Source: an optimization exercise on an open RTL-to-GDS flow (aim: small area). Production flows keep margins and buffers that such runs may drop. Only simulation tests tie the RTL to the original design; equivalence was not proved. Power figures rest on the tool's default switching activity, not on a simulated workload.

==> inputs of v34 <==
// macro_stream_out
module macro_stream_out (
   input  logic        clk,
   input  logic        rst,
   input  logic        en,
   input  logic        in_valid,
   input  logic        barrier,
   input  logic [15:0] u_x,
   input  logic [15:0] u_y,
   input  logic [15:0] rho,
   output logic        out_valid,
   input  logic        out_ready,
   output logic [39:0] out_data,
   output logic        frame_done,
   output logic [15:0] frame_count,
   output logic        overflow
);
clock: 10.0 ns
lec_check: 0
cap_margin: 5
core_margin: 2
core_utilization: 40
cts_cluster_diameter: 80
cts_cluster_size: 30
slew_margin: 5
standard.sh (not shown) runs the stock make flow with config.mk's settings and CLKGATE_MAP_FILE= SYNTH_SCRIPT=/design/flow/synth_recipe.tcl, a recipe that flattens the netlist after the stock synthesis.
==> flow/flow/run.sh <==
#!/bin/bash
# Layout flow: the standard synthesis, then a netlist pass that re-chooses full-adder
# polarity to drop inverters (flow/polarity.py), then the standard layout from the
# floorplan on, with the ports buffered by the smallest buffer.
set -euo pipefail
W=$PWD
R=$W/orfs/results/$FLOW_PLATFORM/macro_stream_out/base
bash standard.sh synth > $W/synth.log 2>&1
cp $R/1_2_yosys.v $W/1_2_yosys.standard.v
python3 $W/flow/polarity.py $W/1_2_yosys.standard.v $R/1_2_yosys.v > $W/polarity.log 2>&1
rm -f $R/1_synth.odb $R/1_synth.sdc
bash standard.sh "BUFFER_PORTS_ARGS=-buffer_cell sky130_fd_sc_hd__buf_1" finish > $W/layout.log 2>&1
Other scripts of this flow, unchanged in this note and not shown: flow/flow/polarity.py
==> v31: changes against v34 <==
CORE_UTILIZATION = 60   (was 40)
==> results.txt <==
status no timing/DRC/antenna violations; Seq area share 0.511; TAP cells between 400 and 500; M1 wire length roughly 14000 um; Placed Area between 15000 and 20000 um^2; pin count of the biggest net entering global routing between 200 and 250; clk_buf instances 19; Fmax ~0.10 GHz; sequential share of power 0.422
the above is filed under v34

==> results.txt <==
status no timing/DRC/antenna violations; Seq area share 0.515; TAP cells between 300 and 400; Fmax between 0.1 and 0.15 GHz; clk_buf instances 21; Placed Area 16000 um^2; pin count of the biggest net entering global routing 225; clk_skew roughly 31 ps; M1 wire length 13100 um; Crit Path Max Fanout 5; met3 WL 2010 um; sequential share of power 0.418
the above is filed under v31


---

==> run P <==
Another version of the RTL of macro_stream_out (not shown whole).
==> module macro_stream_out_fifo, before the edit <==
module macro_stream_out_fifo #(
   parameter int WIDTH = 29
) (
   input  logic             clk,
   input  logic             rst,
   input  logic             push,
   input  logic [WIDTH-1:0] wdata,
   input  logic             pop,
   output logic [WIDTH-1:0] rdata,
   output logic             full,
   output logic             empty
);
   logic [3:0]             ptr_q;
   logic [7:0][WIDTH-1:0]  mem_q;
   logic                   wr_en, rd_en;
   always_comb begin
      empty = ptr_q[3];
      full  = (ptr_q == 4'd7);
      rd_en = pop & ~empty;
      wr_en = push & (~full | rd_en);
      rdata = mem_q[ptr_q[2:0]];
   end
   always_ff @(posedge clk) begin
      if (rst)                ptr_q <= 4'b1111;
      else if (wr_en & ~rd_en) ptr_q <= ptr_q + 4'd1;
      else if (rd_en & ~wr_en) ptr_q <= ptr_q - 4'd1;
   end
   always_ff @(posedge clk) if (wr_en) mem_q <= {mem_q[6:0], wdata};
endmodule
clock: 10.0 ns
lec_check: 0
cap_margin: 20
core_margin: 2
core_utilization: 40
cts_cluster_diameter: 60
cts_cluster_size: 24
slew_margin: 20
run.sh (not shown) runs the stock make flow with config.mk's settings and CLKGATE_MAP_FILE= SYNTH_SCRIPT=/design/flow/synth_recipe.tcl, a recipe that flattens the netlist after the stock synthesis.
Stock flow here: none of the scripts above is used.
==> inputs of run E, as changes to run P <==
- CTS_CLUSTER_DIAMETER: 60 -> 80
- CTS_CLUSTER_SIZE: 24 -> 30
==> inputs of run X, as changes to run P <==
- CTS_CLUSTER_DIAMETER: 60 -> unset
- CTS_CLUSTER_SIZE: 24 -> unset
==> inputs of run R, as changes to run P <==
--- a/flow/design.v
+++ b/flow/design.v
@@ -483,20 +483,21 @@
    output logic             full,
    output logic             empty
 );
-   logic [3:0]             ptr_q;
+   logic [7:0]             head_q;
    logic [7:0][WIDTH-1:0]  mem_q;
    logic                   wr_en, rd_en;
    always_comb begin
-      empty = ptr_q[3];
-      full  = (ptr_q == 4'd7);
+      empty = ~(|head_q);
+      full  = head_q[7];
       rd_en = pop & ~empty;
       wr_en = push & (~full | rd_en);
-      rdata = mem_q[ptr_q[2:0]];
+      rdata = '0;
+      for (int i = 0; i < 8; i++) rdata = rdata | ({WIDTH{head_q[i]}} & mem_q[i]);
    end
    always_ff @(posedge clk) begin
-      if (rst)                ptr_q <= 4'b1111;
-      else if (wr_en & ~rd_en) ptr_q <= ptr_q + 4'd1;
-      else if (rd_en & ~wr_en) ptr_q <= ptr_q - 4'd1;
+      if (rst)                 head_q <= '0;
+      else if (wr_en & ~rd_en) head_q <= {head_q[6:0], empty};
+      else if (rd_en & ~wr_en) head_q <= {1'b0, head_q[7:1]};
    end
    always_ff @(posedge clk) if (wr_en) mem_q <= {mem_q[6:0], wdata};
 endmodule
- CTS_CLUSTER_DIAMETER: 60 -> 80
- CTS_CLUSTER_SIZE: 24 -> 30
==> results.txt <==
	run E	run P	run X	run R
Fraction of area in registers	0.470	0.464	0.457	0.484
PnR Total Power	3.41 mW	3.60 mW	3.83 mW	3.43 mW
# Taps	532	532	532	525
Setup skew after layout	22.8 ps	14.1 ps	21.7 ps	37.8 ps
Share of layout cells above drive strength 1	0.119	0.128	0.141	0.0608
Outcome	complete, no violations	complete, no violations	complete, no violations	complete, no violations
Share of the synthesized area in compound gates (AO/OA/AOI/OAI)	0.0203	0.0203	0.0203	0.0733
Critical R2R Launch	u_fifo.ptr_q[0]	u_fifo.ptr_q[0]	u_fifo.ptr_q[0]	x_q[0]
Cells on worst reg2reg path	12	12	12	11
Buffer share of cell area	0.0659	0.0651	0.0640	0.0730
Clock group	0.691 mW	0.878 mW	1.11 mW	0.781 mW
Area of the multi-input gates	6920 sq um	6920 sq um	6920 sq um	6270 sq um
Number of placed instances with taps included	1,761	1,761	1,761	1,827
Clock insertion delay at the later pin of the skew report	500 ps	510 ps	560 ps	530 ps
Routed length on met3	1090 microns	1060 microns	1380 microns	1470 microns
Crit path time final	9450 ps	9430 ps	9380 ps	9440 ps
Slack of the worst reg-to-reg path	6100 ps	6100 ps	6140 ps	7300 ps
Clk sink count	320	320	320	324
Synthesized-area fraction occupied by and/or/nand/nor cells	0.0885	0.0885	0.0885	0.102
Worst rel slew slack	0.300	0.308	0.301	0.418
Tightest Pin Transition	1050 ps	1040 ps	1050 ps	872 ps
Sw Share	0.323	0.320	0.311	0.326
Synthesized area per cell	14.3 sq um	14.3 sq um	14.3 sq um	12.9 sq um
Data arrival at the endpoint of the critical path	9790 ps	9780 ps	9780 ps	9900 ps
Share of the clock period used by the worst path after layout	0.945	0.943	0.938	0.944

[static timing again, ports no longer ideal]
The flow's constraints put no driver on any port. The routed layouts listed below were extracted and timed again, unchanged, in two steps.
Step 1 (the two cells are an assumption about what drives the block):
set clk [get_ports {clk}]
set_driving_cell -lib_cell sky130_fd_sc_hd__clkbuf_16 $clk
set_driving_cell -lib_cell sky130_fd_sc_hd__buf_2 [delete_from_list [all_inputs] $clk]
Step 2 adds t to the input delays and takes it off the output delays; t is the mean of the earliest and latest rising clock arrival at the registers after step 1. Input paths then give back, and output paths get back, about the clock's delay inside the block.
Slacks: no drivers / after step 1 / after step 2; pairs: no drivers / after step 1.
| run | t (ns) | slack for setup (ns) | hold slack, ns | latest minus earliest clock arrival (ns) | worst data-port slew with drivers (ns) |
|---|---|---|---|---|---|
| v34 | 0.524 | 0.438 / 0.460 / -0.064 | 0.332 / 0.332 / 0.332 | 0.028 / 0.027 | 0.08 |
| v31 | 0.532 | 0.391 / 0.415 / -0.116 | 0.305 / 0.305 / 0.305 | 0.035 / 0.035 | 0.06 |
| run P | 0.546 | 0.568 / 0.590 / 0.044 | 0.319 / 0.319 / 0.319 | 0.020 / 0.020 | 0.06 |
| run E | 0.528 | 0.547 / 0.569 / 0.041 | 0.335 / 0.335 / 0.335 | 0.023 / 0.023 | 0.06 |
| run X | 0.591 | 0.616 / 0.637 / 0.046 | 0.320 / 0.320 / 0.320 | 0.026 / 0.026 | 0.06 |
| run R | 0.562 | 0.556 / 0.589 / 0.026 | 0.325 / 0.325 / 0.325 | 0.043 / 0.043 | 0.06 |
Met with ideal ports but missed after step 2: setup timing in v34 and v31. For run X, which loses most, drivers alone change the setup slack by +0.021 ns; drivers and shift together by -0.570 ns.
